Source: an optimization exercise on an open RTL-to-GDS flow (aim: small area and a short achievable clock period). Production flows keep margins and buffers that such runs may drop. RTL that was checked went through simulation tests only; none was proved equivalent to the original. No functional check of the RTL was part of runs 1, 2 and 7. Power and IR drop assume default switching activity.

## design.v

```verilog
module if_npc_btb (
   input  logic        cpu_clk,
   input  logic        cpu_rstn,
   input  logic [31:0] pc,
   input  logic        if_valid,
   output logic        pred_taken,
   output logic [31:0] pred_target,
   output logic [31:0] npc,
   input  logic        ex_valid,
   input  logic [31:0] ex_pc,
   input  logic        ex_taken,
   input  logic [31:0] ex_target,
   input  logic        ex_pred_taken,
   input  logic [31:0] ex_pred_target,
   output logic        pred_error,
   output logic        jump_taken,
   output logic [31:0] mispred_cnt
);
   logic [15:0] r_valid;
   logic [1:0]  r_ctr    [16];
   logic [25:0] r_tag    [16];
   logic [29:0] r_target [16];
   logic [31:0] r_mispred_cnt;
   logic [15:0]      w_sel, w_hsel, w_ex_sel, w_tk;
   logic [16*26-1:0] w_tags;
   logic [16*30-1:0] w_tgt_in;
   logic [16*29-1:0] w_ex_in;
   always_comb begin
      for (int e = 0; e < 16; e++) begin
         w_sel[e]    = (pc[5:2] == 4'(e));
         w_hsel[e]   = (pc[5:2] == 4'(e));
         w_ex_sel[e] = (ex_pc[5:2] == 4'(e));
         w_tk[e]     = r_valid[e] & r_ctr[e][1];
         w_tags[e*26 +: 26]   = r_tag[e];
         w_tgt_in[e*30 +: 30] = r_target[e];
         w_ex_in[e*29 +: 29]  = {r_valid[e], r_ctr[e], r_tag[e]};
      end
   end
   logic        w_hit;
   logic [29:0] w_rd_target;
   btb_hit u_hit (.sel(w_hsel), .tk(w_tk), .tags(w_tags), .tag(pc[31:6]), .hit(w_hit));
   btb_rdmux #(30) u_pc_rd (.sel(w_sel), .d(w_tgt_in), .q(w_rd_target));
   assign pred_taken = cpu_rstn & if_valid & w_hit;
   logic [31:0] w_pc_plus4, w_tgt, w_redir, w_npc_t, w_npc_n;
   assign w_pc_plus4 = pc + 32'd4;
   assign w_tgt      = {w_rd_target, 2'b00};
   assign pred_error = cpu_rstn & ex_valid &
                       ((ex_taken != ex_pred_taken) |
                        (ex_taken & (ex_target != ex_pred_target)));
   assign jump_taken = cpu_rstn & ex_valid & ex_taken & ~pred_error;
   assign w_redir    = ex_taken ? ex_target : (ex_pc + 32'd4);
   assign w_npc_t    = pred_error ? w_redir : w_tgt;
   assign w_npc_n    = pred_error ? w_redir : w_pc_plus4;
   btb_mux2 #(64) u_out (.s(pred_taken), .a({w_tgt, w_npc_t}), .b({w_pc_plus4, w_npc_n}),
                         .y({pred_target, npc}));
   logic       w_ex_rd_valid, w_ex_hit, w_ctr_we, w_ent_we;
   logic [1:0] w_ex_rd_ctr, w_ctr_nxt;
   logic [25:0] w_ex_rd_tag;
   btb_rdmux #(29) u_ex_rd (.sel(w_ex_sel), .d(w_ex_in), .q({w_ex_rd_valid, w_ex_rd_ctr, w_ex_rd_tag}));
   assign w_ex_hit = w_ex_rd_valid & (w_ex_rd_tag == ex_pc[31:6]);
   assign w_ctr_we = cpu_rstn & ex_valid & (w_ex_hit | ex_taken);
   assign w_ent_we = cpu_rstn & ex_valid & ex_taken;
   always_comb begin
      if (!w_ex_hit)
         w_ctr_nxt = 2'b10;
      else if (ex_taken)
         w_ctr_nxt = (w_ex_rd_ctr == 2'b11) ? 2'b11 : w_ex_rd_ctr + 2'd1;
      else
         w_ctr_nxt = (w_ex_rd_ctr == 2'b00) ? 2'b00 : w_ex_rd_ctr - 2'd1;
   end
   always_ff @(posedge cpu_clk or negedge cpu_rstn) begin
      if (!cpu_rstn)
         r_valid <= '0;
      else
         r_valid <= r_valid | (w_ex_sel & {16{w_ent_we}});
   end
   always_ff @(posedge cpu_clk) begin
      for (int e = 0; e < 16; e++) begin
         if (w_ex_sel[e] && w_ctr_we) r_ctr[e] <= w_ctr_nxt;
         if (w_ex_sel[e] && w_ent_we) begin
            r_tag[e]    <= ex_pc[31:6];
            r_target[e] <= ex_target[31:2];
         end
      end
   end
   always_ff @(posedge cpu_clk or negedge cpu_rstn) begin
      if (!cpu_rstn)
         r_mispred_cnt <= 32'd0;
      else if (pred_error)
         r_mispred_cnt <= r_mispred_cnt + 32'd1;
   end
   assign mispred_cnt = r_mispred_cnt;
endmodule
module btb_rdmux #(parameter int W = 1) (
   input  logic [15:0]     sel,
   input  logic [16*W-1:0] d,
   output logic [W-1:0]    q
);
   always_comb begin
      q = '0;
      for (int e = 0; e < 16; e++) q = q | ({W{sel[e]}} & d[e*W +: W]);
   end
endmodule
module btb_hit (
   input  logic [15:0]      sel,
   input  logic [15:0]      tk,
   input  logic [16*26-1:0] tags,
   input  logic [25:0]      tag,
   output logic             hit
);
   always_comb begin
      hit = 1'b0;
      for (int e = 0; e < 16; e++)
         hit = hit | (sel[e] & tk[e] & (tags[e*26 +: 26] == tag));
   end
endmodule
module btb_mux2 #(parameter int W = 1) (
   input  logic         s,
   input  logic [W-1:0] a,
   input  logic [W-1:0] b,
   output logic [W-1:0] y
);
   assign y = s ? a : b;
endmodule
```

## run.sh

```bash
#!/bin/bash
# synth_recipe.tcl (not shown) runs the flow's synth.tcl, then flattens the netlist and writes it again
# the make line also repeats each setting of config.mk as NAME=value (left out here)
make -C /OpenROAD-flow-scripts/flow DESIGN_CONFIG=/design/flow/config.mk WORK_HOME=/design/flow/orfs CLKGATE_MAP_FILE= SYNTH_SCRIPT=/design/flow/synth_recipe.tcl finish
```

## config.mk

```make
export PLATFORM = sky130hd
export DESIGN_NAME = if_npc_btb
export DESIGN_NICKNAME = if_npc_btb
export VERILOG_FILES = /design/flow/design.v
export SDC_FILE = /design/flow/constraint.sdc
export NUM_CORES = 4
export LEC_CHECK = 0
export CAP_MARGIN = 20
export CORE_MARGIN = 2
export CORE_UTILIZATION = 40
export SETUP_SLACK_MARGIN = 1.5
export SLEW_MARGIN = 20
export SYNTH_HIERARCHICAL = 1
```

## constraint.sdc

```tcl
create_clock -name core_clock -period 6.5 [get_ports {cpu_clk}]
set_input_delay 1.3000 -clock core_clock [delete_from_list [all_inputs] [get_ports {cpu_clk}]]
set_output_delay 1.3000 -clock core_clock [all_outputs]
set_load 0.01 [all_outputs]
```

==> impl_metrics.tcl, run 1 <==
set metrics [dict create \
    synthCells 3009 \
    dpl_worst_slack_ns -0.0212 \
    drtIter0Drc 4883 \
    die_area_um2 116000 \
    antenna_found_initial 9 \
    skew_ns 0.0683 \
    final_antenna_net_count 0 \
    yosys_most_used_dff "edfxtp_1" \
    drv_slew 0 \
    placed_area_um2 50900 \
    fin_nets 3769 \
    grt_overflow 0 \
    chipWidth_um 340 \
    cap_violations 0 \
    wl_per_cell_um 36.4 \
    io_buffer_count 232 \
    grt_pass1_wl_um 257000 \
    clock-sinks 976 \
    drc 0 \
    grt_setup_unrepaired "yes" \
    clockBufferDepth 3 \
    endpoint_kind "output port" \
    critical_path.max_fanout 9 \
    core_um2 112000 \
    yosys_warnings 13 \
    htree_levels 3 \
    async_flop_share_pct 4.92 \
    initial_utilization_pct 40.2 \
    finalCriticalPeriod_ns 5.45 \
    drt_pass1_iterations 6 \
    crit_type "in2out" \
    via_per_inst 6.33 \
    finalSetupViolCount 0 \
    syn-cell-area_um2 45100 \
    clkSlewWorstSetupHoldPaths_ns 0.06 \
    grt_pass1_vias 32100 \
    powerDensity_nw_per_um2 252 \
    avgSynthCellArea_um2 15.0 \
    yosysSeqAreaShare_pct 64.4 \
    cts_tree "built" \
    fin_crit_sh_pct 83.9 \
    cts_root_buf "clkbuf_16" \
    hp-class "reg2reg" \
    status "finished clean" \
    drive_above_1_share_pct 28.5 \
    hold_buffers 0 \
    regArea_um2 29100 \
    multiInputGateArea_um2 16000 \
    clkLatencyLatePin_ns 0.73 \
    vias 33000 \
    worstPathArrival_ns 4.15 \
    ioPinCount 233 \
    synthToLayoutAreaGrowth_pct 28.8 \
    ys_ff_latch 976 \
    max_freq_ghz 0.183 \
    routed_wirelength_um 190000 \
    globalplace.congestion 1.03 \
    num_rows 123 \
    numCtsBuffers 105 \
    grt_max_degree 47 \
    crit_required_ns 5.20 \
    grt_util_all_layers_pct 31.9 \
    synth-edff-count 928 \
    timing.final.hold_violations 0 \
    cp-start-kind "input port" \
    ys_types 55 \
    peakVddDrop_mv 0.234 \
    die_y_um 340 \
    fillers 9306 \
    slew_headroom_pct 27.2 \
    finalInstanceArea_um2 58100 \
    hpwlAfterDp_um 120000 \
    worst_slew_pin_slew_ns 1.09 \
    p_leak_nw 19.9 \
    worst_slack_ns 1.05 \
]
==> power breakdown <==
part           internal (mW)  switching [mW]
clock                   3.33            2.60
sequential              6.96          0.0659
combinational          0.737           0.991
total                   11.0            3.66
==> per-module statistics from Yosys (local to each module, per instance), excerpt <==
module / cell area [um2] / flip-flops and latches / cells
if_npc_btb: 33500 / 976 / 1678
btb_hit: 5410 / 0 / 633
==> per-stage QoR <==
step                std cells  setup TNS [ns]  power, mW  util, %  hold slack, ns
floorplan                3010               0       7.81        -           0.454
global placement         4859           -6.46       8.59     45.3           0.464
detailed placement       4859         -0.0445       8.60     45.3           0.469
CTS                      5194               0       14.6     51.0           0.482
global route             5213               0       15.0     51.8           0.501
finish                   5217               0       14.7     51.8           0.474
==> synthesized netlist by cell type, types with 54 or more instances <==
cell / number / area share (%)
nand3_1: 73 / 0.81
a221oi_1: 231 / 4.5
nand4_1: 182 / 2.5
buf_6: 64 / 1.6
nand2_1: 77 / 0.64
clkbuf_1: 64 / 0.53
nor4_1: 54 / 0.75
edfxtp_1: 928 / 62
a22o_1: 236 / 4.6
xor2_1: 147 / 2.9
mux2_4: 65 / 2.2
xnor2_1: 413 / 8.0
nor2_1: 66 / 0.55
==> placed cells by master, fill, tap and decap left out, types with 22 or more instances in the layout <==
cell type        instances
nor3_1                  35
buf_4                  341
dfrtp_1                 48
buf_6                   95
clkbuf_16              109
mux2_4                  69
nand2_1                 77
xnor2_1                336
o21ai_0                 47
nor2_1                  44
xnor2_2                 70
dlygate4sd2_1           24
clkbuf_1                34
nand4_1                182
xor2_1                 124
nand3_1                 50
nor4_2                  22
nor4_1                  29
a22o_1                 236
clkdlybuf4s50_1        101
buf_16                  23
a221oi_1               218
edfxtp_1               928
buf_12                  72
==> final timing paths <==
check	from	endpoint	slack (ns)	depth (start not counted)
max	pc[7]	pred_target[5]	1.05	15
min reg2reg	r_mispred_cnt[31]	r_mispred_cnt[31]	0.47	1
min in group asynchronous	cpu_rstn	r_valid[13]	0.90	2
max in group asynchronous	cpu_rstn	r_mispred_cnt[31]	5.17	2
max reg2reg	r_tag[0][3]	r_ctr[9][0]	2.84	12
min	r_mispred_cnt[31]	r_mispred_cnt[31]	0.47	1
==> logic make-up after synthesis <==
family	share of synthesized area [%]
other	0.00831
buffers and inverters	4.05
flip-flops	64.4
adder cells (fa/ha/maj)	0.272
XOR/XNOR	10.9
AND/OR/NAND/NOR	7.32
multiplexers	2.53
AO/OA/AOI/OAI	10.5
==> state kept, by name (all words and copies together), names as in the netlist <==
register,flops
r_target,480
r_ctr,32
r_tag,416
r_mispred_cnt,32
r_valid,16
==> worst max-delay path, cell delays in order <==
cell	delay (ns)
buf_2	0.15
buf_12	0.17
xnor2_2	0.24
nand4_1	0.24
nor4_2	0.33
buf_4	0.18
nand3_4	0.07
nand4_1	0.15
or4_4	0.20
and3_4	0.23
buf_12	0.16
buf_8	0.13
buf_12	0.14
mux2_4	0.31
buf_6	0.12
==> cell type report <==
cell class / instances / area share [%]
clock buffers: 139 / 4.74
inverters: 29 / 0.226
multi-input cells: 1811 / 27.5
clock inverters: 55 / 1.06
flip-flops and latches: 976 / 50.0
diodes: 4 / 0.0172
repair buffers: 703 / 13.3
well taps: 1500 / 3.23
==> layer usage <==
metal | track usage, % | wire, um | vias up
li1 | - | - | 13200
met1 | 41.1 | 69900 | 16900
met2 | 48.9 | 85100 | 2423
met3 | 8.24 | 22100 | 528
met4 | 18.3 | 12800 | 6
met5 | 0 | 37 | -
==> repair_timing <==
action | in CTS | in global routing
setup buffers | 107 | 15
resized for setup | 713 | 157
pin swaps | 53 | 36
setup endpoints to repair | 131 | 98
gates cloned | 34 | 4
==> run 2: changes to the inputs <==
--- a/config.mk
+++ b/config.mk
@@ -7,7 +7,8 @@
 export LEC_CHECK = 0
 export CAP_MARGIN = 20
 export CORE_MARGIN = 2
-export CORE_UTILIZATION = 40
+export CORE_UTILIZATION = 55
+export CTS_BUF_LIST = sky130_fd_sc_hd__clkbuf_4 sky130_fd_sc_hd__clkbuf_8
 export SETUP_SLACK_MARGIN = 1.5
 export SLEW_MARGIN = 20
 export SYNTH_HIERARCHICAL = 1
==> run 2 against run 1 <==
Compared with the run above: synthesized cell count stayed put; register-to-register slack worse by 0.10 ns; first-iteration DRC count is 5.5% higher; global-route usage is 12 points higher; sequential power hardly changed; cell area is 2.2% lower; clock power is 8.6% lower; via count is 2.0% higher; combinational power is 2% lower; sequential share of layout area is 1.1 points higher; flip-flop and latch count stayed put; critical path type unchanged; critical endpoint is now npc[26]; largest cell class unchanged.
==> impl_metrics.tcl, run 2 <==
set metrics [dict create \
    slowest_delay_ns 0.59 \
    via_per_inst 6.86 \
    fin_crit_sh_pct 86.6 \
    drive_above_1_share_pct 29.4 \
    final_cell_mix "edfxtp_1 (928), xnor2_1 (362), buf_4 (352)" \
    yosys.area.top_type "edfxtp_1" \
    grt_pass1_wl_um 256000 \
    synthToLayoutAreaGrowth_pct 26.0 \
    ys_types 55 \
    critical-path-top-delay-family "buffers and inverters" \
    cpMaxStageDelayCell "or4_4" \
    hp-class "reg2reg" \
    worst_slack_ns 0.872 \
    placed_area_um2 50400 \
    yosys_most_used_dff "edfxtp_1" \
    synth.top_cells.by_count "edfxtp_1 (928), xnor2_1 (413), a22o_1 (236)" \
    grt_setup_unrepaired "yes" \
    status "finished clean" \
    grt_overflow 0 \
    critical_path.max_fanout 6 \
    yosys_warnings 13 \
    final_common_cell "edfxtp_1" \
    antenna_found_initial 9 \
    p_leak_nw 19.9 \
    worstPathArrival_ns 4.33 \
    hold_buffers 0 \
    chipWidth_um 291 \
    clockBufferDepth 3 \
    routed_wirelength_um 187000 \
    reg.largest.list "r_target (480), r_tag (416)" \
    fin_util_pct 69.6 \
    dpl_worst_slack_ns -0.0213 \
    yosysSeqAreaShare_pct 64.4 \
    timing.final.hold_violations 0 \
    largest-register "r_target" \
    yosysMostFrequentCell "edfxtp_1" \
    cp-start-kind "input port" \
    grt_util_all_layers_pct 43.8 \
    crit_required_ns 5.20 \
    clock-sinks 976 \
    synthCells 3009 \
    finalSetupViolCount 0 \
    htree_levels 4 \
    cp_cell_sequence "buf_8 > buf_12 > buf_12 > buf_4 > xor2_1 > nor3_1 > nand3_1 > nand4_1 > or4_4 > and3_4 > buf_12 > buf_6 > buf_12 > buf_16 > mux2_4 > buf_6" \
    final_antenna_net_count 0 \
    core_um2 81700 \
    synth-edff-count 928 \
    grt_pass1_vias 32500 \
    synth_top_area_share_pct 61.7 \
    dpl.cell_count 4452 \
    globalplace.congestion 1.03 \
    crit_top_cell "buf_12" \
    skew_ns 0.0548 \
    vias 33700 \
    drc 0 \
    finalInstanceArea_um2 56900 \
    worst_slew_pin_slew_ns 1.07 \
    hpwlAfterDp_um 121000 \
    fin_nets 3842 \
    initial_utilization_pct 55.3 \
    crit_type "in2out" \
    cts_tree "built" \
    hold_ws_ns 0.468 \
    fillers 5626 \
    async_flop_share_pct 4.92 \
    finalCriticalPeriod_ns 5.63 \
    drt_pass1_iterations 6 \
    syn-cell-area_um2 45100 \
    ys_ff_latch 976 \
    path_buf_inv 9 \
    finalSetupTns_ns 0 \
    cts_root_buf "clkbuf_8" \
    ioPinCount 233 \
    fin_cells 4911 \
    peakVddDrop_mv 0.234 \
    cap_violations 0 \
    io_buffer_count 232 \
    drtIter0Drc 5153 \
    num_rows 105 \
    largest_register_ffs 480 \
    max_freq_ghz 0.178 \
    numCtsBuffers 161 \
    die_y_um 291 \
    p_total_mw 14.1 \
    wl_per_cell_um 38.0 \
    endpoint_kind "output port" \
    synth.top_cells.by_area "edfxtp_1 (62%), xnor2_1 (8.0%), a22o_1 (4.6%), a221oi_1 (4.5%), xor2_1 (2.9%)" \
    avgSynthCellArea_um2 15.0 \
    die_area_um2 84400 \
    clkSlewWorstSetupHoldPaths_ns 0.06 \
    slew_headroom_pct 28.3 \
    drv_slew 0 \
    clkLatencyLatePin_ns 0.88 \
    grt_max_degree 58 \
    powerDensity_nw_per_um2 248 \
]
[run 2: cell families after synthesis]
| group | Yosys count | share of synthesized area (%) |
|---|---|---|
| AO/OA/AOI/OAI | 562 | 10.5 |
| XOR/XNOR | 561 | 10.9 |
| adder cells (fa/ha/maj) | 10 | 0.272 |
| buffers and inverters | 223 | 4.05 |
| flip-flops | 976 | 64.4 |
| multiplexers | 80 | 2.53 |
| other | 1 | 0.00831 |
| AND/OR/NAND/NOR | 596 | 7.32 |
[run 2: layout make-up]
cell class / instances / area (um2) / share of cell area, %
Inverter: 29 / 139 / 0.244
Antenna cell: 5 / 12.5 / 0.0220
Tap cell: 1070 / 1340 / 2.35
Clock buffer: 217 / 2660 / 4.67
Multi-Input combinational cell: 1811 / 15500 / 27.2
Clock inverter: 83 / 529 / 0.930
Sequential cell: 976 / 29100 / 51.1
Timing Repair Buffer: 720 / 7660 / 13.5
[run 2: worst reg2reg max path: stages, from the launching register on]
cell	delay [ns]
edfxtp_1	0.50
a22o_1	0.35
a221oi_1	0.36
nand4_1	0.18
xnor2_1	0.24
nand4_1	0.19
or4_1	0.57
nor4_2	0.32
buf_4	0.22
o211ai_1	0.09
buf_4	0.22
nor2_1	0.21
[run 2: worst paths after layout]
path	slack, ns	cells past startpoint	from	endpoint
worst max-delay path	0.87	16	pc[24]	npc[26]
worst min-delay path	0.47	1	r_mispred_cnt[31]	r_mispred_cnt[31]
worst max register to register	2.74	11	r_tag[0][6]	r_ctr[5][1]
worst min register to register	0.47	1	r_mispred_cnt[31]	r_mispred_cnt[31]
max in group asynchronous	4.97	2	cpu_rstn	r_mispred_cnt[28]
min in group asynchronous	1.00	2	cpu_rstn	r_valid[14]
[run 2: per-layer routing]
layer  vias up  GRT usage, %  share of wire (%)
met5         -             0              0.037
met1     16800          55.6                 35
met2      2789          66.1                 45
li1      13400             -                  -
met3       667          10.4                 11
met4        12          32.5                9.4
[run 2: what timing repair did]
item / CTS / global route
cloned: 24 / 1
endpoints found under the setup margin: 130 / 131
pin swaps: 45 / 41
buffers inserted: 101 / 28
resized for setup: 611 / 121
[run 2: per-module statistics from Yosys (local to each module, per instance), excerpt]
| module | area, um2 | flops+latches | times used | cells inside |
|---|---|---|---|---|
| btb_hit | 5410 | 0 | 1 | 633 |
| if_npc_btb | 33500 | 976 | 1 | 1678 |
[run 2: report_power, final]
part           internal, mW  switching [mW]  leakage [nW]
clock network          2.81            2.60          1.68
registers              6.96          0.0655          9.02
logic                 0.714           0.976          9.16
==> run 3: changes to the inputs <==
--- a/design.v
+++ b/design.v
@@ -28,7 +28,7 @@
    always_comb begin
       for (int e = 0; e < 16; e++) begin
          w_sel[e]    = (pc[5:2] == 4'(e));
-         w_hsel[e]   = (pc[5:2] == 4'(e));
+         w_hsel[e]   = cpu_rstn & if_valid & (pc[5:2] == 4'(e));
          w_ex_sel[e] = (ex_pc[5:2] == 4'(e));
          w_tk[e]     = r_valid[e] & r_ctr[e][1];
          w_tags[e*26 +: 26]   = r_tag[e];
@@ -36,11 +36,16 @@
          w_ex_in[e*29 +: 29]  = {r_valid[e], r_ctr[e], r_tag[e]};
       end
    end
-   logic        w_hit;
+   logic [15:0] w_hv;
+   logic [3:0]  w_pt;
    logic [29:0] w_rd_target;
-   btb_hit u_hit (.sel(w_hsel), .tk(w_tk), .tags(w_tags), .tag(pc[31:6]), .hit(w_hit));
+   btb_match u_match (.tk(w_tk), .tags(w_tags), .tag(pc[31:6]), .hv(w_hv));
+   btb_selor u_pt0 (.sel(w_hsel), .hv(w_hv), .y(w_pt[0]));
+   btb_selor u_pt1 (.sel(w_hsel), .hv(w_hv), .y(w_pt[1]));
+   btb_selor u_pt2 (.sel(w_hsel), .hv(w_hv), .y(w_pt[2]));
+   btb_selor u_pt3 (.sel(w_hsel), .hv(w_hv), .y(w_pt[3]));
    btb_rdmux #(30) u_pc_rd (.sel(w_sel), .d(w_tgt_in), .q(w_rd_target));
-   assign pred_taken = cpu_rstn & if_valid & w_hit;
+   assign pred_taken = w_pt[0];
    logic [31:0] w_pc_plus4, w_tgt, w_redir, w_npc_t, w_npc_n;
    assign w_pc_plus4 = pc + 32'd4;
    assign w_tgt      = {w_rd_target, 2'b00};
@@ -51,8 +56,10 @@
    assign w_redir    = ex_taken ? ex_target : (ex_pc + 32'd4);
    assign w_npc_t    = pred_error ? w_redir : w_tgt;
    assign w_npc_n    = pred_error ? w_redir : w_pc_plus4;
-   btb_mux2 #(64) u_out (.s(pred_taken), .a({w_tgt, w_npc_t}), .b({w_pc_plus4, w_npc_n}),
-                         .y({pred_target, npc}));
+   btb_mux2 #(16) u_out0 (.s(w_pt[0]), .a(w_tgt[15:0]),      .b(w_pc_plus4[15:0]),  .y(pred_target[15:0]));
+   btb_mux2 #(16) u_out1 (.s(w_pt[1]), .a(w_tgt[31:16]),     .b(w_pc_plus4[31:16]), .y(pred_target[31:16]));
+   btb_mux2 #(16) u_out2 (.s(w_pt[2]), .a(w_npc_t[15:0]),    .b(w_npc_n[15:0]),     .y(npc[15:0]));
+   btb_mux2 #(16) u_out3 (.s(w_pt[3]), .a(w_npc_t[31:16]),   .b(w_npc_n[31:16]),    .y(npc[31:16]));
    logic       w_ex_rd_valid, w_ex_hit, w_ctr_we, w_ent_we;
    logic [1:0] w_ex_rd_ctr, w_ctr_nxt;
    logic [25:0] w_ex_rd_tag;
@@ -101,18 +108,22 @@
       for (int e = 0; e < 16; e++) q = q | ({W{sel[e]}} & d[e*W +: W]);
    end
 endmodule
-module btb_hit (
-   input  logic [15:0]      sel,
+module btb_match (
    input  logic [15:0]      tk,
    input  logic [16*26-1:0] tags,
    input  logic [25:0]      tag,
-   output logic             hit
+   output logic [15:0]      hv
 );
-   always_comb begin
-      hit = 1'b0;
+   always_comb
       for (int e = 0; e < 16; e++)
-         hit = hit | (sel[e] & tk[e] & (tags[e*26 +: 26] == tag));
-   end
+         hv[e] = tk[e] & (tags[e*26 +: 26] == tag);
+endmodule
+module btb_selor (
+   input  logic [15:0] sel,
+   input  logic [15:0] hv,
+   output logic        y
+);
+   assign y = |(sel & hv);
 endmodule
 module btb_mux2 #(parameter int W = 1) (
    input  logic         s,
==> flow/run.sh (new file) <==
#!/bin/bash
# Standard synthesis and layout (standard.sh), with the extra ORFS settings
# in flow/extra.mk: port buffer cell, clock tree buffers without dummy loads,
# and power (area) recovery after global routing.
set -uo pipefail
cat flow/extra.mk >> config.mk
bash standard.sh > flow_standard.log 2>&1
==> flow/extra.mk (new file) <==
export BUFFER_PORTS_ARGS = -buffer_cell sky130_fd_sc_hd__buf_1
export CTS_ARGS = -sink_clustering_enable -repair_clock_nets -dont_use_dummy_load -buf_list {sky130_fd_sc_hd__clkbuf_4 sky130_fd_sc_hd__clkbuf_8}
export RECOVER_POWER = 100
==> standard.sh (new file) <==
#!/bin/bash
# synth_recipe.tcl (not shown) runs the flow's synth.tcl, then flattens the netlist and writes it again
# the make line also repeats each setting of config.mk as NAME=value (left out here)
make -C /OpenROAD-flow-scripts/flow DESIGN_CONFIG=/design/flow/config.mk WORK_HOME=/design/flow/orfs CLKGATE_MAP_FILE= SYNTH_SCRIPT=/design/flow/synth_recipe.tcl "${@:-finish}"
--- a/config.mk
+++ b/config.mk
@@ -7,8 +7,10 @@
 export LEC_CHECK = 0
 export CAP_MARGIN = 20
 export CORE_MARGIN = 2
-export CORE_UTILIZATION = 55
-export CTS_BUF_LIST = sky130_fd_sc_hd__clkbuf_4 sky130_fd_sc_hd__clkbuf_8
-export SETUP_SLACK_MARGIN = 1.5
+export CORE_UTILIZATION = 40
+export SETUP_SLACK_MARGIN = 0.8
 export SLEW_MARGIN = 20
 export SYNTH_HIERARCHICAL = 1
+export BUFFER_PORTS_ARGS = -buffer_cell sky130_fd_sc_hd__buf_1
+export CTS_ARGS = -sink_clustering_enable -repair_clock_nets -dont_use_dummy_load -buf_list {sky130_fd_sc_hd__clkbuf_4 sky130_fd_sc_hd__clkbuf_8}
+export RECOVER_POWER = 100
removed: run.sh
==> run 3 against run 2 <==
Compared with the run above: the layout now fails its checks (max-capacitance violations, max-slew violations); clock skew rose by 0.030 ns; clock power fell by 18%; worst setup slack got worse by 0.36 ns; die area rose by 37%; sequential share of layout area rose by 6.1 points; maximum frequency fell by 6.0%; global-route usage fell by 16 points; via count fell by 7.0%; core utilization fell by 24 points; hold slack improved by 0.016 ns; critical endpoint is now npc[4]; highest routed layer unchanged.
==> impl_metrics.tcl, run 3 <==
set metrics [dict create \
    cp_cell_sequence "buf_1 > clkbuf_1 > xor2_1 > nor2_2 > nand4_1 > or4_1 > nand2_4 > buf_4 > o21ai_0 > mux2_4 > buf_1" \
    globalplace.congestion 1.01 \
    clkLatencyLatePin_ns 0.86 \
    hpwlAfterDp_um 115000 \
    async_flop_share_pct 4.92 \
    grt_setup_unrepaired "yes" \
    hp-class "reg2reg" \
    htree_levels 4 \
    largest_register_ffs 480 \
    timing.final.hold_violations 0 \
    reg.largest.list "r_target (480), r_tag (416)" \
    clockBufferDepth 3 \
    yosys_warnings 13 \
    finalSetupTns_ns 0 \
    synth-edff-count 928 \
    die_y_um 341 \
    grt_pass1_wl_um 227000 \
    vias 31300 \
    synthCells 3035 \
    grt_overflow 0 \
    cpMaxStageDelayCell "clkbuf_1" \
    powerDensity_nw_per_um2 250 \
    critPathLaunch "ex_target[19]" \
    cap_violations 28 \
    worstHoldPathCells 1 \
    worstPathArrival_ns 4.68 \
    yosys.area.top_type "edfxtp_1" \
    clock-sinks 976 \
    chipWidth_um 341 \
    final_common_cell "edfxtp_1" \
    r2r_cells 11 \
    ys_ff_latch 976 \
    initial_utilization_pct 40.3 \
    yosysSeqAreaShare_pct 64.2 \
    numCtsBuffers 163 \
    slew_headroom_pct -118 \
    drv_slew 886 \
    avgSynthCellArea_um2 14.9 \
    syn-cell-area_um2 45300 \
    max_freq_ghz 0.167 \
    crit_type "in2out" \
    fin_crit_sh_pct 92.1 \
    synth.top_cells.by_count "edfxtp_1 (928), xnor2_1 (476), a22o_1 (252)" \
    p_leak_nw 16.1 \
    io_buffer_count 232 \
    min_from "r_mispred_cnt[17]" \
    critical_path.max_fanout 24 \
    endpoint_kind "output port" \
    hold_buffers 0 \
    ioPinCount 233 \
    grt_util_all_layers_pct 27.6 \
    ys_types 58 \
    yosys_most_used_dff "edfxtp_1" \
    crit-reg2reg-launch "r_tag[5][8]" \
    routed_wirelength_um 165000 \
    p_total_mw 12.7 \
    die_area_um2 116000 \
    cp-start-kind "input port" \
    final_cell_mix "edfxtp_1 (928), xnor2_1 (450), a22o_1 (252)" \
    finalSetupViolCount 0 \
    antenna_found_initial 15 \
    grt_max_degree 58 \
    status "finished with violations" \
    peakVddDrop_mv 0.163 \
    grt_pass1_vias 30300 \
    core_um2 112000 \
    largest-register "r_target" \
    final_antenna_net_count 0 \
    crit_top_cell "buf_1" \
    via_per_inst 6.29 \
    synth_top_area_share_pct 61.5 \
    slowest_delay_ns 0.66 \
    cts_root_buf "clkbuf_8" \
    drc 0 \
    drive_above_1_share_pct 15.0 \
    crit_required_ns 5.20 \
    yosysMostFrequentCell "edfxtp_1" \
    synthToLayoutAreaGrowth_pct 12.3 \
    violations "max-capacitance violations, max-slew violations" \
    drtIter0Drc 4061 \
    fin_nets 3610 \
    num_rows 123 \
    clkSlewWorstSetupHoldPaths_ns 0.04 \
    synth.top_cells.by_area "edfxtp_1 (62%), xnor2_1 (9.2%), a22o_1 (4.9%), a221oi_1 (4.5%), dfrtp_1 (2.7%)" \
    wl_per_cell_um 33.1 \
    cts_tree "built" \
    fillers 10200 \
    skew_ns 0.0851 \
    worst_slew_pin_slew_ns 3.25 \
    finalCriticalPeriod_ns 5.98 \
    drt_pass1_iterations 6 \
]
run 3: final timing paths:
kind	slack, ns	endpoint
max	0.52	npc[4]
min	0.48	r_mispred_cnt[17]
max reg2reg	2.51	r_ctr[3][1]
min reg2reg	0.48	r_mispred_cnt[17]
max in group asynchronous	2.58	r_valid[9]
min in group asynchronous	2.22	r_valid[15]
run 3: repair_timing:
action | in CTS | in global routing
setup buffers | 5 | 13
endpoints found under the setup margin | 65 | 112
resized for setup | 44 | 61
cloned | 0 | 3
pin swaps | 4 | 4
run 3: area by class of cell:
type	instances	area (um2)	share of cell area [%]
timing repair buffer	457	2620	5.14
multi-input combinational	1837	14900	29.3
sequential	976	29100	57.2
clock buffer	163	2240	4.41
tap	1500	1880	3.69
antenna	7	17.5	0.0344
inverter	29	124	0.244
timing repair inverter	3	15.0	0.0295
run 3: logic make-up after synthesis:
family	count (synthesis)	share of synthesized area, %
xor+xnor	556	10.8
mux	88	2.51
flops	976	64.2
simple gates	584	7.31
compound gates	598	11.5
fa+ha+maj	9	0.249
other cells	1	0.00828
buf+inv	223	3.51
run 3: report_power, final:
| group | internal, mW | leakage, nW | switching [mW] |
|---|---|---|---|
| Sequential | 6.97 | 9.02 | 0.0638 |
| Clock | 2.20 | 1.17 | 2.23 |
| Combinational | 0.417 | 5.90 | 0.822 |
run 3: through the flow:
step	util, %	area (um2)	cells	worst slack, ns	hold WS [ns]
floorplan	-	45300	3036	1.29	0.454
global placement	43.2	48500	4780	0.187	0.456
detailed placement	43.2	48500	4781	0.172	0.473
CTS	45.4	51000	4949	0.805	0.485
global route	45.3	50900	4970	0.411	0.505
finish	45.3	50900	4972	0.515	0.484
run 3: metal layers:
| metal | vias up | track usage [%] | wire, um |
|---|---|---|---|
| li1 | 12900 | - | - |
| met1 | 15900 | 37.1 | 64400 |
| met2 | 2066 | 43.0 | 75100 |
| met3 | 415 | 5.30 | 15700 |
| met4 | 12 | 14.0 | 9380 |
| met5 | - | 0 | 74 |
run 3: critical path, delay by kind of cell:
| kind | cells | cell delay [ns] |
|---|---|---|
| buffers and inverters | 4 | 1.27 |
| xor gates and xnor gates | 1 | 0.19 |
| muxes | 1 | 0.30 |
| and+or+nand+nor | 4 | 1.40 |
| AOI/OAI and AO/OA | 1 | 0.22 |
run 3: modules after synthesis, one instance, submodules excluded, excerpt:
module / flip-flops and latches / cell area, um2
btb_match: 0 / 5150
btb_selor: 0 / 101
if_npc_btb: 976 / 33600
==> run 4: changes to the inputs <==
--- a/config.mk
+++ b/config.mk
@@ -8,7 +8,7 @@
 export CAP_MARGIN = 20
 export CORE_MARGIN = 2
 export CORE_UTILIZATION = 40
-export SETUP_SLACK_MARGIN = 0.8
+export SETUP_SLACK_MARGIN = 1.5
 export SLEW_MARGIN = 20
 export SYNTH_HIERARCHICAL = 1
 export BUFFER_PORTS_ARGS = -buffer_cell sky130_fd_sc_hd__buf_1
==> run 4 against run 3 <==
Compared with the run above: the layout still fails its checks (max-capacitance violations, max-slew violations); maximum frequency rose by 0.64%; largest cell class unchanged; worst setup slack gained 0.038 ns; critical endpoint is now r_target[13][22]; global-route usage increased by 0.85 points; critical path depth is 6 lower; clock power grew 1%.
==> impl_metrics.tcl, run 4 <==
set metrics [dict create \
    cts_tree "built" \
    yosysSeqAreaShare_pct 64.2 \
    avgSynthCellArea_um2 14.9 \
    cp-start-kind "input port" \
    dpl_worst_slack_ns 0.327 \
    hp-class "reg2reg" \
    synth.top_cells.by_area "edfxtp_1 (62%), xnor2_1 (9.2%), a22o_1 (4.9%), a221oi_1 (4.5%), dfrtp_1 (2.7%)" \
    fin_crit_sh_pct 91.5 \
    hold_ws_ns 0.469 \
    finalCriticalPeriod_ns 5.95 \
    worstPathArrival_ns 6.39 \
    final_cell_mix "edfxtp_1 (928), xnor2_1 (392), a22o_1 (252)" \
    wl_per_cell_um 33.9 \
    synth-edff-count 928 \
    path_buf_inv 3 \
    yosys_most_used_dff "edfxtp_1" \
    ys_ff_latch 976 \
    cpMaxStageDelayCell "nor2_1" \
    finalSetupTns_ns 0 \
    num_rows 123 \
    crit_type "in2reg" \
    drc 0 \
    via_per_inst 6.29 \
    synthCells 3035 \
    worst_slack_ns 0.553 \
    globalplace.congestion 0.953 \
    peakVddDrop_mv 0.171 \
    largest_register_ffs 480 \
    clkLatencyLatePin_ns 0.83 \
    p_leak_nw 17.3 \
    antenna_found_initial 11 \
    die_area_um2 116000 \
    drtIter0Drc 4172 \
    io_buffer_count 232 \
    p_sw_mw 3.19 \
    drt_pass1_iterations 5 \
    placed_area_um2 48700 \
    grt_util_all_layers_pct 28.5 \
    grt_max_degree 51 \
    grt_setup_unrepaired "yes" \
    drv_slew 794 \
    p_clk_share_pct 34.9 \
    grt_pass1_vias 30600 \
    synth.top_cells.by_count "edfxtp_1 (928), xnor2_1 (476), a22o_1 (252)" \
    chipWidth_um 341 \
    synthToLayoutAreaGrowth_pct 17.4 \
    htree_levels 4 \
    critical-path-top-delay-family "simple AND/OR/NAND/NOR gates" \
    finalSetupViolCount 0 \
    final_common_cell "edfxtp_1" \
    grt_overflow 0 \
    yosysMostFrequentCell "edfxtp_1" \
    core_um2 112000 \
    grt_pass1_wl_um 233000 \
    initial_utilization_pct 40.3 \
    cp_cell_sequence "clkbuf_1 > buf_4 > nand3_4 > nor2_1 > clkbuf_1" \
    worst_slew_pin_slew_ns 3.10 \
    p_comb_share_pct 10.5 \
    clkSlewWorstSetupHoldPaths_ns 0.05 \
    timing.final.hold_violations 0 \
    max_freq_ghz 0.168 \
    fin_util_pct 47.3 \
    fin_nets 3685 \
    crit_top_cell "clkbuf_1" \
    ioPinCount 233 \
    final_antenna_net_count 0 \
    power_frac_seq_pct 54.6 \
    ys_types 58 \
    violations "max-capacitance violations, max-slew violations" \
    die_y_um 341 \
    drive_above_1_share_pct 20.2 \
    synth_top_area_share_pct 61.5 \
    yosys.area.top_type "edfxtp_1" \
    vias 31700 \
    yosys_warnings 13 \
    numCtsBuffers 165 \
    sw_frac_of_total_pct 24.8 \
    clockBufferDepth 3 \
    slowest_delay_ns 2.31 \
    powerDensity_nw_per_um2 242 \
    skew_ns 0.0931 \
    endpoint_kind "flip-flop" \
    finalInstanceArea_um2 53200 \
    clock-sinks 976 \
    routed_wirelength_um 171000 \
    r2r_setup_slack_ns 2.43 \
    slew_headroom_pct -107 \
    largest-register "r_target" \
    cap_violations 32 \
    reg.largest.list "r_target (480), r_tag (416)" \
    cts_root_buf "clkbuf_8" \
    critical_path.max_fanout 50 \
    syn-cell-area_um2 45300 \
    power.internal_mw 9.69 \
    async_flop_share_pct 4.92 \
    status "finished with violations" \
    crit_required_ns 6.94 \
    hpwlAfterDp_um 117000 \
]
[run 4: final timing paths]
path                                        start                 to  depth (start not counted)
worst min register to register  r_mispred_cnt[31]  r_mispred_cnt[31]                          1
worst max register to register        r_tag[4][4]        r_ctr[6][0]                         10
worst max-delay path                     cpu_rstn   r_target[13][22]                          5
min in group asynchronous                cpu_rstn        r_valid[11]                          2
max in group asynchronous                cpu_rstn  r_mispred_cnt[12]                          2
worst min-delay path            r_mispred_cnt[31]  r_mispred_cnt[31]                          1
[run 4: modules after synthesis, one instance, submodules excluded, a selection]
module,cell area (um2),copies in the design,flops+latches
btb_match,5150,1,0
btb_selor,101,4,0
if_npc_btb,33600,1,976
[run 4: stage by stage]
step / power, mW / cells
global route: 13.2 / 5044
global placement: 8.36 / 4776
finish: 12.9 / 5045
floorplan: 7.80 / 3036
CTS: 12.9 / 5011
detailed placement: 8.36 / 4780
[run 4: what timing repair did]
item                                    CTS  global route
buffers inserted                         59            23
endpoints found under the setup margin   99            98
endpoints found under the hold margin     0             0
gates cloned                              7             5
pin swaps                                47            10
hold buffers                              0             0
gates resized for setup                 319           108
[run 4: routing by layer]
layer  vias to the layer above  track usage, %  routed length [um]
met2                      2053            45.0               78700
met5                         -               0                  41
met4                         6            13.3                9220
met1                     16200            38.4               67000
met3                       398            4.75               16000
li1                      13000               -                   -
[run 4: final cells by class]
| class | instances | area, um2 |
|---|---|---|
| diodes | 5 | 12.5 |
| clock buffers | 165 | 2270 |
| fillers | 10100 | 59200 |
| inverters | 29 | 149 |
| multi-input cells | 1837 | 16000 |
| flip-flops and latches | 976 | 29100 |
| well taps | 1500 | 1880 |
| repair buffers | 523 | 3680 |
| repair inverters | 10 | 72.6 |
[run 4: kinds of logic (layout without fill, tap and decap cells)]
| kind of cell | after synthesis | in the layout | share of synthesized area [%] |
|---|---|---|---|
| and+or+nand+nor | 584 | 584 | 7.31 |
| other | 1 | 7 | 0.00828 |
| adders and majority gates | 9 | 9 | 0.249 |
| xor gates and xnor gates | 556 | 556 | 10.8 |
| DFF | 976 | 976 | 64.2 |
| buffers and inverters | 223 | 727 | 3.51 |
| AOI/OAI and AO/OA | 598 | 598 | 11.5 |
| muxes | 88 | 88 | 2.51 |
[run 4: power by group through the flow]
stage               Sequential, mW  Clock (mW)  Combinational, mW
finish                        7.04        4.49               1.36
global route                  7.04        4.78               1.40
CTS                           7.03        4.54               1.33
detailed placement            7.15           0               1.21
global placement              7.15           0               1.21
floorplan                     7.15           0              0.653
==> run 5: changes to the inputs <==
==> flow/run.sh (replaced) <==
#!/bin/bash
# Standard synthesis and layout (standard.sh), with the extra ORFS settings
# in flow/extra.mk (port buffer cell, clock tree options).
set -uo pipefail
cat flow/extra.mk >> config.mk
bash standard.sh > flow_standard.log 2>&1
==> flow/extra.mk (replaced) <==
export BUFFER_PORTS_ARGS = -buffer_cell sky130_fd_sc_hd__buf_1
export CTS_ARGS = -sink_clustering_enable -repair_clock_nets -dont_use_dummy_load -buf_list {sky130_fd_sc_hd__clkbuf_4 sky130_fd_sc_hd__clkbuf_8}
--- a/config.mk
+++ b/config.mk
@@ -13,4 +13,3 @@
 export SYNTH_HIERARCHICAL = 1
 export BUFFER_PORTS_ARGS = -buffer_cell sky130_fd_sc_hd__buf_1
 export CTS_ARGS = -sink_clustering_enable -repair_clock_nets -dont_use_dummy_load -buf_list {sky130_fd_sc_hd__clkbuf_4 sky130_fd_sc_hd__clkbuf_8}
-export RECOVER_POWER = 100
==> run 5 against run 4 <==
Compared with the run above: final cell count is essentially flat; hold slack better by 0.00059 ns; critical path type is now in2out; sequential share of layout area shrank 0.81 points; total power up 0.28%; critical endpoint is now npc[18]; the run now finishes clean; count of clock-buffer cells in the layout did not move.
==> impl_metrics.tcl, run 5 <==
set metrics [dict create \
    htree_levels 4 \
    crit-reg2reg-launch "r_tag[4][4]" \
    via_per_inst 6.28 \
    cp_cell_sequence "buf_4 > buf_12 > xnor2_2 > nand4_1 > or4_4 > nor4_4 > buf_4 > buf_4 > a22o_1 > a221oi_2 > nand4_1 > buf_12 > buf_12 > mux2_2 > buf_1" \
    max_freq_ghz 0.184 \
    p_comb_share_pct 10.8 \
    p_leak_nw 17.8 \
    numCtsBuffers 165 \
    core_um2 112000 \
    num_rows 123 \
    slew_headroom_pct 27.8 \
    finalSetupViolCount 0 \
    powerDensity_nw_per_um2 239 \
    chipWidth_um 341 \
    final_cell_mix "edfxtp_1 (928), xnor2_1 (391), a22o_1 (252)" \
    synthCells 3035 \
    r2r_cells 11 \
    finalCriticalPeriod_ns 5.45 \
    drt_pass1_iterations 5 \
    io_buffer_count 232 \
    grt_pass1_wl_um 233000 \
    avgSynthCellArea_um2 14.9 \
    fin_nets 3685 \
    hp-class "reg2reg" \
    p_clk_share_pct 34.8 \
    synth-edff-count 928 \
    power_frac_seq_pct 54.4 \
    antenna_found_initial 11 \
    cp-start-kind "input port" \
    cts_tree "built" \
    endpoint_kind "output port" \
    hold_buffers 0 \
    synth_top_area_share_pct 61.5 \
    worstPathArrival_ns 4.15 \
    clkLatencyLatePin_ns 0.84 \
    largest_register_ffs 480 \
    peakVddDrop_mv 0.170 \
    initial_utilization_pct 40.3 \
    grt_overflow 0 \
    yosysSeqAreaShare_pct 64.2 \
    rr_endpoint "r_ctr[1][1]" \
    drc 0 \
    drtIter0Drc 4066 \
    clock-sinks 976 \
    sw_frac_of_total_pct 24.8 \
    largest-register "r_target" \
    yosys_most_used_dff "edfxtp_1" \
    skew_ns 0.0993 \
    ys_ff_latch 976 \
    slowest_delay_ns 0.54 \
    grt_setup_unrepaired "yes" \
    die_area_um2 116000 \
    synthToLayoutAreaGrowth_pct 19.1 \
    holdPathEnd "r_mispred_cnt[31]" \
    cap_violations 0 \
    crit_type "in2out" \
    yosys_warnings 13 \
    crit_required_ns 5.20 \
    p_sw_mw 3.20 \
    drv_slew 0 \
    vias 31700 \
    drive_above_1_share_pct 24.7 \
    wl_per_cell_um 33.9 \
    hpwlAfterDp_um 117000 \
    synth.top_cells.by_count "edfxtp_1 (928), xnor2_1 (476), a22o_1 (252)" \
    cpMaxStageDelayCell "or4_4" \
    globalplace.congestion 0.953 \
    power.internal_mw 9.72 \
    worstHoldPathCells 1 \
    routed_wirelength_um 171000 \
    final_common_cell "edfxtp_1" \
    clockBufferDepth 3 \
    hold_ws_ns 0.470 \
    die_y_um 341 \
    finalSetupTns_ns 0 \
    reg.largest.list "r_target (480), r_tag (416)" \
    clkSlewWorstSetupHoldPaths_ns 0.05 \
    critical_path.max_fanout 8 \
    ys_types 58 \
    status "finished clean" \
    min_from "r_mispred_cnt[31]" \
    ioPinCount 233 \
    syn-cell-area_um2 45300 \
    yosys.area.top_type "edfxtp_1" \
    grt_pass1_vias 30600 \
    cts_root_buf "clkbuf_8" \
    final_antenna_net_count 0 \
    fin_crit_sh_pct 83.8 \
    grt_util_all_layers_pct 28.5 \
    fillers 9934 \
    yosysMostFrequentCell "edfxtp_1" \
    synth.top_cells.by_area "edfxtp_1 (62%), xnor2_1 (9.2%), a22o_1 (4.9%), a221oi_1 (4.5%), dfrtp_1 (2.7%)" \
    grt_max_degree 51 \
    timing.final.hold_violations 0 \
    worst_slew_pin_slew_ns 1.08 \
    async_flop_share_pct 4.92 \
    r2r_setup_slack_ns 2.87 \
]
==> run 5: cell counts after synthesis <==
Identical to the previous run, type by type.
==> run 5: repair_timing <==
action                     in CTS  in global routing
buffers inserted               59                 23
gates cloned                    7                  5
setup endpoints to repair      99                 98
gates resized for setup       319                108
pin swaps                      47                 10
==> run 5: final cells by class <==
class                   count  area (um2)  area share, %
diodes                      6        15.0         0.0278
clock buffers             165        2270           4.21
inverters                  29         149          0.276
multi-input cells        1837       16300           30.2
flip-flops and latches    976       29100           53.9
well taps                1500        1880           3.48
repair buffers            523        4210           7.80
repair inverters           10        72.6          0.134
==> run 5: modules after synthesis (local to each module, per instance), a selection <==
module	flops+latches	cells	area [um2]	copies in the design
if_npc_btb	976	1688	33600	1
btb_selor	0	9	101	4
btb_match	0	612	5150	1
==> run 5: per-stage QoR <==
step           power, mW  worst slack, ns  util (%)  instances  instance area (um2)
2_1_floorplan       7.80             1.50         -       3036                45400
3_3_place_gp        8.36            0.363      43.2       4776                48600
3_5_place_dp        8.36            0.327      43.3       4780                48700
4_1_cts             12.9             1.19      47.4       5011                53200
5_1_grt             13.3             1.01      48.0       5044                54000
6_report            12.9             1.05      48.0       5046                54000
==> run 5: logic make-up after synthesis <==
logic type / Yosys count / share of synthesized area, %
adder cells (fa/ha/maj): 9 / 0.249
AND/OR/NAND/NOR: 584 / 7.31
other: 1 / 0.00828
flip-flops: 976 / 64.2
multiplexers: 88 / 2.51
AO/OA/AOI/OAI: 598 / 11.5
XOR/XNOR: 556 / 10.8
buffers and inverters: 223 / 3.51
==> run 5: power by group through the flow <==
| stage | clock (mW) | sequential [mW] | combinational, mW |
|---|---|---|---|
| finish | 4.49 | 7.03 | 1.40 |
| global route | 4.78 | 7.03 | 1.44 |
| CTS | 4.54 | 7.03 | 1.33 |
| detailed placement | 0 | 7.15 | 1.21 |
| global placement | 0 | 7.15 | 1.21 |
| floorplan | 0 | 7.15 | 0.653 |
==> run 5: routing by layer <==
layer	global-route usage (%)	up-vias	wire, um
li1	-	13000	-
met1	38.4	16200	67200
met2	45.0	2076	79100
met3	4.75	386	15700
met4	13.3	6	8870
met5	0	-	41
==> run 5: critical path, delay by kind of cell <==
| family | cells | cell delay (ns) |
|---|---|---|
| AND/OR/NAND/NOR | 4 | 1.04 |
| XOR/XNOR | 1 | 0.17 |
| multiplexers | 1 | 0.34 |
| buffers and inverters | 7 | 1.06 |
| AO/OA/AOI/OAI | 2 | 0.20 |
==> run 5: worst max-delay path by stage <==
stage / slack (ns) / cells past startpoint / start / endpoint
after global routing: 1.01 / 15 / pc[16] / npc[15]
after CTS: 1.19 / 13 / pc[31] / pred_target[18]
after floorplan: 1.50 / 11 / pc[31] / pred_target[10]
after detailed placement: 0.33 / 11 / pc[18] / npc[4]
final: 1.05 / 15 / pc[13] / npc[18]
after global placement: 0.36 / 11 / pc[18] / pred_target[4]
==> run 6: changes to the inputs <==
--- a/config.mk
+++ b/config.mk
@@ -8,7 +8,7 @@
 export CAP_MARGIN = 20
 export CORE_MARGIN = 2
 export CORE_UTILIZATION = 40
-export SETUP_SLACK_MARGIN = 1.5
+export SETUP_SLACK_MARGIN = 0.8
 export SLEW_MARGIN = 20
 export SYNTH_HIERARCHICAL = 1
 export BUFFER_PORTS_ARGS = -buffer_cell sky130_fd_sc_hd__buf_1
==> run 6 against run 5 <==
Compared with the run above: maximum frequency decreased by 3.7%; largest power group unchanged; total power shrank 1.5%; routed wire length fell by 3.7%; hold slack gained 0.015 ns; non-clock buffer count shrank 66; count of clock-buffer cells in the layout fell by 2; die area stayed put.
==> impl_metrics.tcl, run 6 <==
set metrics [dict create \
    fin_nets 3610 \
    initial_utilization_pct 40.3 \
    endpoint_kind "output port" \
    drc 0 \
    fillers 10100 \
    status "finished clean" \
    largest-register "r_target" \
    ioPinCount 233 \
    grt_util_all_layers_pct 27.6 \
    grt_max_degree 58 \
    grt_overflow 0 \
    synthToLayoutAreaGrowth_pct 13.5 \
    cts_root_buf "clkbuf_8" \
    fin_crit_sh_pct 87.1 \
    grt_pass1_wl_um 227000 \
    hold_ws_ns 0.485 \
    p_total_mw 12.7 \
    yosys_warnings 13 \
    reg.largest.list "r_target (480), r_tag (416)" \
    clkLatencyLatePin_ns 0.85 \
    final_common_cell "edfxtp_1" \
    avgSynthCellArea_um2 14.9 \
    finalSetupTns_ns 0 \
    wl_per_cell_um 33.1 \
    via_per_inst 6.31 \
    die_y_um 341 \
    cp-start-kind "input port" \
    finalSetupViolCount 0 \
    ys_ff_latch 976 \
    antenna_found_initial 14 \
    synth-edff-count 928 \
    chipWidth_um 341 \
    timing.final.hold_violations 0 \
    final_cell_mix "edfxtp_1 (928), xnor2_1 (450), a22o_1 (252)" \
    powerDensity_nw_per_um2 248 \
    largest_register_ffs 480 \
    dpl.cell_count 4781 \
    clockBufferDepth 3 \
    globalplace.congestion 1.01 \
    globalRouteMet2Util_pct 43.0 \
    yosysSeqAreaShare_pct 64.2 \
    drv_slew 0 \
    synth_top_area_share_pct 61.5 \
    worst_slew_pin_slew_ns 1.11 \
    ys_types 58 \
    skew_ns 0.0847 \
    drive_above_1_share_pct 18.5 \
    final_antenna_net_count 0 \
    cap_violations 0 \
    syn-cell-area_um2 45300 \
    max_freq_ghz 0.177 \
    core_um2 112000 \
    use_met3_pct 5.30 \
    synth.top_cells.by_area "edfxtp_1 (62%), xnor2_1 (9.2%), a22o_1 (4.9%), a221oi_1 (4.5%), dfrtp_1 (2.7%)" \
    num_rows 123 \
    synthCells 3035 \
    cts_tree "built" \
    peakVddDrop_mv 0.163 \
    met1_usage_pct 37.1 \
    grt_setup_unrepaired "yes" \
    slew_headroom_pct 25.6 \
    drtIter0Drc 4205 \
    hpwlAfterDp_um 115000 \
    r2r_setup_slack_ns 2.63 \
    die_area_um2 116000 \
    async_flop_share_pct 4.92 \
    numCtsBuffers 163 \
    crit_type "in2out" \
    synth.top_cells.by_count "edfxtp_1 (928), xnor2_1 (476), a22o_1 (252)" \
    worstPathArrival_ns 4.36 \
    p_leak_nw 16.5 \
    yosys.area.top_type "edfxtp_1" \
    grt_pass1_vias 30300 \
    yosysMostFrequentCell "edfxtp_1" \
    crit_required_ns 5.20 \
    finalCriticalPeriod_ns 5.66 \
    drt_pass1_iterations 6 \
    critical_path.max_fanout 14 \
    hold_buffers 0 \
    fin_util_pct 45.8 \
    clkSlewWorstSetupHoldPaths_ns 0.04 \
    htree_levels 4 \
    vias 31400 \
    clock-sinks 976 \
    fin_cells 4974 \
    yosys_most_used_dff "edfxtp_1" \
    hp-class "reg2reg" \
    grt-busiest-layer "met2" \
    routed_wirelength_um 165000 \
    io_buffer_count 232 \
]
## run 6: cell count changes in the layout (fill, tap and decap cells not counted), sizes merged
cell,before,now
inv,19,25
clkbuf,200,180
clkdlybuf4s15,0,1
clkinvlp,20,7
diode,6,9
buf,488,439
## run 6: power by group
part | leakage (nW) | total, mW | internal [mW] | switching (mW)
clock | 1.17 | 4.43 | 2.20 | 2.23
combinational | 6.28 | 1.27 | 0.442 | 0.826
sequential | 9.02 | 7.03 | 6.96 | 0.0636
## run 6: critical path, stage by stage
cell,delay (ns)
buf_1,0.07
buf_4,0.31
xnor2_1,0.22
nand4_1,0.12
or4_1,0.56
nor4_2,0.36
buf_4,0.24
a22o_1,0.16
a221oi_2,0.04
nand4_1,0.11
buf_4,0.16
buf_12,0.16
mux2_2,0.34
buf_1,0.13
## run 6: Yosys stat by module, one instance, submodules excluded, excerpt
| module | flops+latches | area, um2 | times used | cells inside |
|---|---|---|---|---|
| btb_match | 0 | 5150 | 1 | 612 |
| if_npc_btb | 976 | 33600 | 1 | 1688 |
| btb_selor | 0 | 101 | 4 | 9 |
## run 6: per-layer routing
layer | share of wire, % | up-vias
met5 | 0.056 | -
met4 | 5.6 | 14
met3 | 9.7 | 430
met2 | 46 | 2096
met1 | 39 | 16000
li1 | - | 12900
## run 6: worst paths after layout
check,to,startpoint,cells after the start
max,npc[15],pc[21],14
max reg2reg,r_ctr[12][1],r_tag[5][8],11
min reg2reg,r_mispred_cnt[17],r_mispred_cnt[17],1
max in group asynchronous,r_valid[9],cpu_rstn,2
min in group asynchronous,r_valid[15],cpu_rstn,2
min,r_mispred_cnt[17],r_mispred_cnt[17],1
## run 6: area by class of cell
cell class	instances	area [um2]	area share, %
clock buffer	163	2240	4.36
tap	1500	1880	3.65
inverter	29	126	0.246
timing repair inverter	3	15.0	0.0292
sequential	976	29100	56.5
antenna	9	22.5	0.0438
multi-input combinational	1837	15100	29.4
timing repair buffer	457	2940	5.71
## run 6: repair_timing
action | 4_1_cts | 5_1_grt
gates resized for setup | 44 | 61
setup buffers | 5 | 13
endpoints found under the setup margin | 65 | 112
pin swaps | 4 | 4
gates cloned | 0 | 3
## run 6: kinds of logic (layout without fill, tap and decap cells)
kind of cell,after synthesis,count (layout),synth area share [%]
buffers and inverters,223,652,3.51
XOR/XNOR,556,556,10.8
multiplexers,88,88,2.51
other,1,11,0.00828
adder cells (fa/ha/maj),9,9,0.249
AND/OR/NAND/NOR,584,584,7.31
AO/OA/AOI/OAI,598,598,11.5
flip-flops,976,976,64.2
## run 6: metrics by stage
step | instance area (um2) | worst slack [ns]
2_1_floorplan | 45300 | 1.29
3_3_place_gp | 48500 | 0.187
3_5_place_dp | 48500 | 0.172
4_1_cts | 51000 | 0.805
5_1_grt | 51400 | 0.788
6_report | 51400 | 0.841
==> run 7: changes to the inputs <==
--- a/design.v
+++ b/design.v
@@ -36,16 +36,20 @@
          w_ex_in[e*29 +: 29]  = {r_valid[e], r_ctr[e], r_tag[e]};
       end
    end
-   logic [15:0] w_hv;
-   logic [3:0]  w_pt;
+   logic [15:0] w_m1, w_m2;
+   logic [3:0]  w_ptn;
+   logic        w_pt;
    logic [29:0] w_rd_target;
-   btb_match u_match (.tk(w_tk), .tags(w_tags), .tag(pc[31:6]), .hv(w_hv));
-   btb_selor u_pt0 (.sel(w_hsel), .hv(w_hv), .y(w_pt[0]));
-   btb_selor u_pt1 (.sel(w_hsel), .hv(w_hv), .y(w_pt[1]));
-   btb_selor u_pt2 (.sel(w_hsel), .hv(w_hv), .y(w_pt[2]));
-   btb_selor u_pt3 (.sel(w_hsel), .hv(w_hv), .y(w_pt[3]));
+   for (genvar e = 0; e < 16; e++) begin : g_match
+      btb_match u_match (.a(r_tag[e]), .b(pc[31:6]), .tk(w_tk[e]), .sel(w_hsel[e]),
+                         .m1(w_m1[e]), .m2(w_m2[e]));
+   end
+   btb_hitor u_pt0 (.m1(w_m1), .m2(w_m2), .ptn(w_ptn[0]), .pt(w_pt));
+   btb_hitor u_pt1 (.m1(w_m1), .m2(w_m2), .ptn(w_ptn[1]), .pt());
+   btb_hitor u_pt2 (.m1(w_m1), .m2(w_m2), .ptn(w_ptn[2]), .pt());
+   btb_hitor u_pt3 (.m1(w_m1), .m2(w_m2), .ptn(w_ptn[3]), .pt());
+   assign pred_taken = w_pt;
    btb_rdmux #(30) u_pc_rd (.sel(w_sel), .d(w_tgt_in), .q(w_rd_target));
-   assign pred_taken = w_pt[0];
    logic [31:0] w_pc_plus4, w_tgt, w_redir, w_npc_t, w_npc_n;
    assign w_pc_plus4 = pc + 32'd4;
    assign w_tgt      = {w_rd_target, 2'b00};
@@ -56,10 +60,10 @@
    assign w_redir    = ex_taken ? ex_target : (ex_pc + 32'd4);
    assign w_npc_t    = pred_error ? w_redir : w_tgt;
    assign w_npc_n    = pred_error ? w_redir : w_pc_plus4;
-   btb_mux2 #(16) u_out0 (.s(w_pt[0]), .a(w_tgt[15:0]),      .b(w_pc_plus4[15:0]),  .y(pred_target[15:0]));
-   btb_mux2 #(16) u_out1 (.s(w_pt[1]), .a(w_tgt[31:16]),     .b(w_pc_plus4[31:16]), .y(pred_target[31:16]));
-   btb_mux2 #(16) u_out2 (.s(w_pt[2]), .a(w_npc_t[15:0]),    .b(w_npc_n[15:0]),     .y(npc[15:0]));
-   btb_mux2 #(16) u_out3 (.s(w_pt[3]), .a(w_npc_t[31:16]),   .b(w_npc_n[31:16]),    .y(npc[31:16]));
+   btb_mux2 #(16) u_out0 (.s(w_ptn[0]), .a(w_pc_plus4[15:0]),  .b(w_tgt[15:0]),    .y(pred_target[15:0]));
+   btb_mux2 #(16) u_out1 (.s(w_ptn[1]), .a(w_pc_plus4[31:16]), .b(w_tgt[31:16]),   .y(pred_target[31:16]));
+   btb_mux2 #(16) u_out2 (.s(w_ptn[2]), .a(w_npc_n[15:0]),     .b(w_npc_t[15:0]),  .y(npc[15:0]));
+   btb_mux2 #(16) u_out3 (.s(w_ptn[3]), .a(w_npc_n[31:16]),    .b(w_npc_t[31:16]), .y(npc[31:16]));
    logic       w_ex_rd_valid, w_ex_hit, w_ctr_we, w_ent_we;
    logic [1:0] w_ex_rd_ctr, w_ctr_nxt;
    logic [25:0] w_ex_rd_tag;
@@ -109,21 +113,62 @@
    end
 endmodule
 module btb_match (
-   input  logic [15:0]      tk,
-   input  logic [16*26-1:0] tags,
-   input  logic [25:0]      tag,
-   output logic [15:0]      hv
+   input  logic [25:0] a,
+   input  logic [25:0] b,
+   input  logic        tk,
+   input  logic        sel,
+   output logic        m1,
+   output logic        m2
 );
-   always_comb
-      for (int e = 0; e < 16; e++)
-         hv[e] = tk[e] & (tags[e*26 +: 26] == tag);
+   logic [27:0] t;
+   logic [6:0]  n;
+   for (genvar k = 0; k < 26; k++) begin : g_eq
+      btb_xnor2 u_x (.a(a[k]), .b(b[k]), .y(t[k]));
+   end
+   assign t[26] = tk;
+   assign t[27] = sel;
+   for (genvar j = 0; j < 7; j++) begin : g_n
+      btb_nand4 u_n (.a(t[4*j]), .b(t[4*j+1]), .c(t[4*j+2]), .d(t[4*j+3]), .y(n[j]));
+   end
+   btb_nor4 u_m1 (.a(n[0]), .b(n[1]), .c(n[2]), .d(n[3]), .y(m1));
+   btb_nor3 u_m2 (.a(n[4]), .b(n[5]), .c(n[6]), .y(m2));
 endmodule
-module btb_selor (
-   input  logic [15:0] sel,
-   input  logic [15:0] hv,
-   output logic        y
+module btb_hitor (
+   input  logic [15:0] m1,
+   input  logic [15:0] m2,
+   output logic        ptn,
+   output logic        pt
 );
-   assign y = |(sel & hv);
+   logic [7:0] a;
+   logic [1:0] p;
+   for (genvar j = 0; j < 8; j++) begin : g_a
+      btb_a22oi u_a (.a1(m1[2*j]), .a2(m2[2*j]), .b1(m1[2*j+1]), .b2(m2[2*j+1]), .y(a[j]));
+   end
+   btb_nand4 u_p0 (.a(a[0]), .b(a[1]), .c(a[2]), .d(a[3]), .y(p[0]));
+   btb_nand4 u_p1 (.a(a[4]), .b(a[5]), .c(a[6]), .d(a[7]), .y(p[1]));
+   btb_nor2 u_ptn (.a(p[0]), .b(p[1]), .y(ptn));
+   btb_or2  u_pt  (.a(p[0]), .b(p[1]), .y(pt));
+endmodule
+module btb_xnor2 (input logic a, b, output logic y);
+   assign y = ~(a ^ b);
+endmodule
+module btb_nand4 (input logic a, b, c, d, output logic y);
+   assign y = ~(a & b & c & d);
+endmodule
+module btb_nor4 (input logic a, b, c, d, output logic y);
+   assign y = ~(a | b | c | d);
+endmodule
+module btb_nor3 (input logic a, b, c, output logic y);
+   assign y = ~(a | b | c);
+endmodule
+module btb_nor2 (input logic a, b, output logic y);
+   assign y = ~(a | b);
+endmodule
+module btb_or2 (input logic a, b, output logic y);
+   assign y = a | b;
+endmodule
+module btb_a22oi (input logic a1, a2, b1, b2, output logic y);
+   assign y = ~((a1 & a2) | (b1 & b2));
 endmodule
 module btb_mux2 #(parameter int W = 1) (
    input  logic         s,
==> run 7 against run 6 <==
Compared with the run above: cell area fell by 0.24%; total power barely moved; count of clock-buffer cells in the layout rose by 3; still clean on timing, DRC and antenna; sequential share of layout area rose by 0.14 points; core utilization rose by 0.45 points; critical path depth fell by 5; maximum frequency rose by 0.88%; critical endpoint is now npc[29]; final cell count fell by 0.28%.
==> impl_metrics.tcl, run 7 <==
set metrics [dict create \
    worstPathArrival_ns 4.31 \
    finalInstanceArea_um2 51300 \
    hpwlAfterDp_um 111000 \
    drtIter0Drc 4076 \
    numCtsBuffers 166 \
    syn-cell-area_um2 44900 \
    p_leak_nw 16.4 \
    synthCells 2992 \
    multiInputGateArea_um2 15100 \
    drc 0 \
    path_buf_inv 2 \
    worstHoldPathCells 1 \
    slew_headroom_pct 23.7 \
    min_from "r_mispred_cnt[31]" \
    max_freq_ghz 0.178 \
    clkSlewWorstSetupHoldPaths_ns 0.04 \
    crit-reg2reg-launch "r_tag[1][0]" \
    final_cell_mix "edfxtp_1 (928), xnor2_1 (478), a22o_1 (236)" \
    critical-path-top-delay-family "simple AND/OR/NAND/NOR gates" \
    cp_cell_sequence "buf_1 > and4_1 > and3_1 > nand3_1 > xnor2_1 > o2111ai_1 > a21bo_2 > mux2_2 > buf_1" \
    num_rows 122 \
    holdPathEnd "r_mispred_cnt[31]" \
    fillers 9794 \
    via_per_inst 6.23 \
    drt_pass1_iterations 5 \
    io_buffer_count 232 \
    die_area_um2 115000 \
    clock-sinks 976 \
    finalCriticalPeriod_ns 5.61 \
    placed_area_um2 48800 \
    htree_levels 4 \
    finalSetupTns_ns 0 \
    critPathLaunch "ex_pc[25]" \
    clockBufferDepth 3 \
    fin_nets 3612 \
    avgSynthCellArea_um2 15.0 \
    p_total_mw 12.7 \
    slowest_delay_ns 0.54 \
    initial_utilization_pct 40.5 \
    crit_top_cell "buf_1" \
    cap_violations 0 \
    finalSetupViolCount 0 \
    cts_root_buf "clkbuf_8" \
    rr_endpoint "r_ctr[5][0]" \
    grt_pass1_vias 30400 \
    grt_max_degree 56 \
    hold_buffers 0 \
    hold_ws_ns 0.484 \
    chipWidth_um 339 \
    vias 30900 \
    r2r_setup_slack_ns 2.64 \
    timing.final.hold_violations 0 \
    yosys_warnings 15 \
    grt_util_all_layers_pct 27.5 \
    fin_util_pct 46.2 \
    globalplace.congestion 0.958 \
    synthToLayoutAreaGrowth_pct 14.2 \
    grt_overflow 0 \
    crit_type "in2out" \
    largest_register_ffs 480 \
    final_common_cell "edfxtp_1" \
    final_antenna_net_count 0 \
    status "finished clean" \
    grt_pass1_wl_um 226000 \
    worst_slew_pin_slew_ns 1.14 \
    die_y_um 339 \
    drive_above_1_share_pct 18.0 \
    cpMaxStageDelayCell "and4_1" \
    drv_slew 0 \
    fin_crit_sh_pct 86.3 \
    regArea_um2 29100 \
    critical_path.max_fanout 6 \
    wl_per_cell_um 32.6 \
    powerDensity_nw_per_um2 248 \
    reg.largest.list "r_target (480), r_tag (416)" \
    r2r_cells 10 \
    crit_required_ns 5.20 \
    cp-start-kind "input port" \
    cts_tree "built" \
    peakVddDrop_mv 0.167 \
    largest-register "r_target" \
    endpoint_kind "output port" \
    antenna_found_initial 17 \
    routed_wirelength_um 162000 \
    skew_ns 0.101 \
    clkLatencyLatePin_ns 0.86 \
    grt_setup_unrepaired "no" \
    ioPinCount 233 \
    core_um2 111000 \
    hp-class "reg2reg" \
]
[run 7: final cells by class]
| cell class | instances | area share [%] |
|---|---|---|
| sequential | 976 | 56.7 |
| multi-input combinational | 1846 | 29.4 |
| timing repair buffer | 450 | 5.60 |
| clock buffer | 166 | 4.45 |
| tap | 1488 | 3.63 |
| inverter | 29 | 0.217 |
| antenna | 5 | 0.0244 |
[run 7: worst register-to-register path: stages, from the launching register on]
cell	delay (ns)
edfxtp_1	0.40
a22o_1	0.26
a221oi_1	0.50
nand4_1	0.24
xnor2_1	0.27
nand4_1	0.18
or4_1	0.60
nor4_2	0.49
o211ai_1	0.13
buf_4	0.24
nor2_1	0.19
[run 7: report_power, final]
group	internal, mW	switching [mW]	total [mW]
combinational	0.427	0.797	1.22
sequential	6.97	0.0644	7.03
clock	2.23	2.23	4.47
[run 7: repair_timing]
item / CTS / global route
pin swaps: 2 / 1
setup buffers: 5 / 0
endpoints found under the setup margin: 60 / 100
resized for setup: 11 / 13
cloned: 0 / 0
[run 7: metal layers]
layer	routed length (um)	GRT usage, %
met1	64200	36.7
met2	73800	43.2
met3	17000	6.77
met4	6680	11.1
met5	103	0
[run 7: how the worst max path moves through the flow]
stage | endpoint | cells after the start
after floorplan | r_tag[12][0] | 4
after global placement | r_ctr[2][1] | 16
after detailed placement | r_ctr[2][1] | 16
after CTS | npc[23] | 12
after global routing | npc[18] | 8
final | npc[29] | 9
[run 7: through the flow]
stage	instances	setup slack, ns
3_5_place_dp	4784	0.183
3_3_place_gp	4781	0.164
5_1_grt	4956	0.801
6_report	4960	0.890
4_1_cts	4955	0.814
2_1_floorplan	2993	1.58

afterwards: timing with drivers on the ports:
Ports are ideal in the flow. The routed layouts listed here were re-timed in OpenROAD.
Step 1 sets driving cells, clkbuf_16 on the clock port and buf_2 on the other inputs (assumed; they add their load-dependent delay and slew).
Step 2 times the ports against the registers' clock, not the clock port: input delays grow and output delays shrink by t, the midpoint of the rising clock arrivals with the driver on.
Three values: ideal, step 1, step 2; two values: the first two.
run | t (ns) | setup WS [ns]
run 1 | 0.775 | 1.046 / 1.003 / 0.877
run 2 | 0.912 | 0.872 / 0.781 / 0.679
run 3 | 0.886 | 0.515 / 0.443 / -0.181
run 4 | 0.874 | 0.553 / 0.530 / -0.279
run 5 | 0.873 | 1.053 / 0.977 / 0.716
run 6 | 0.881 | 0.841 / 0.760 / 0.091
run 7 | 0.881 | 0.890 / 0.844 / 0.246
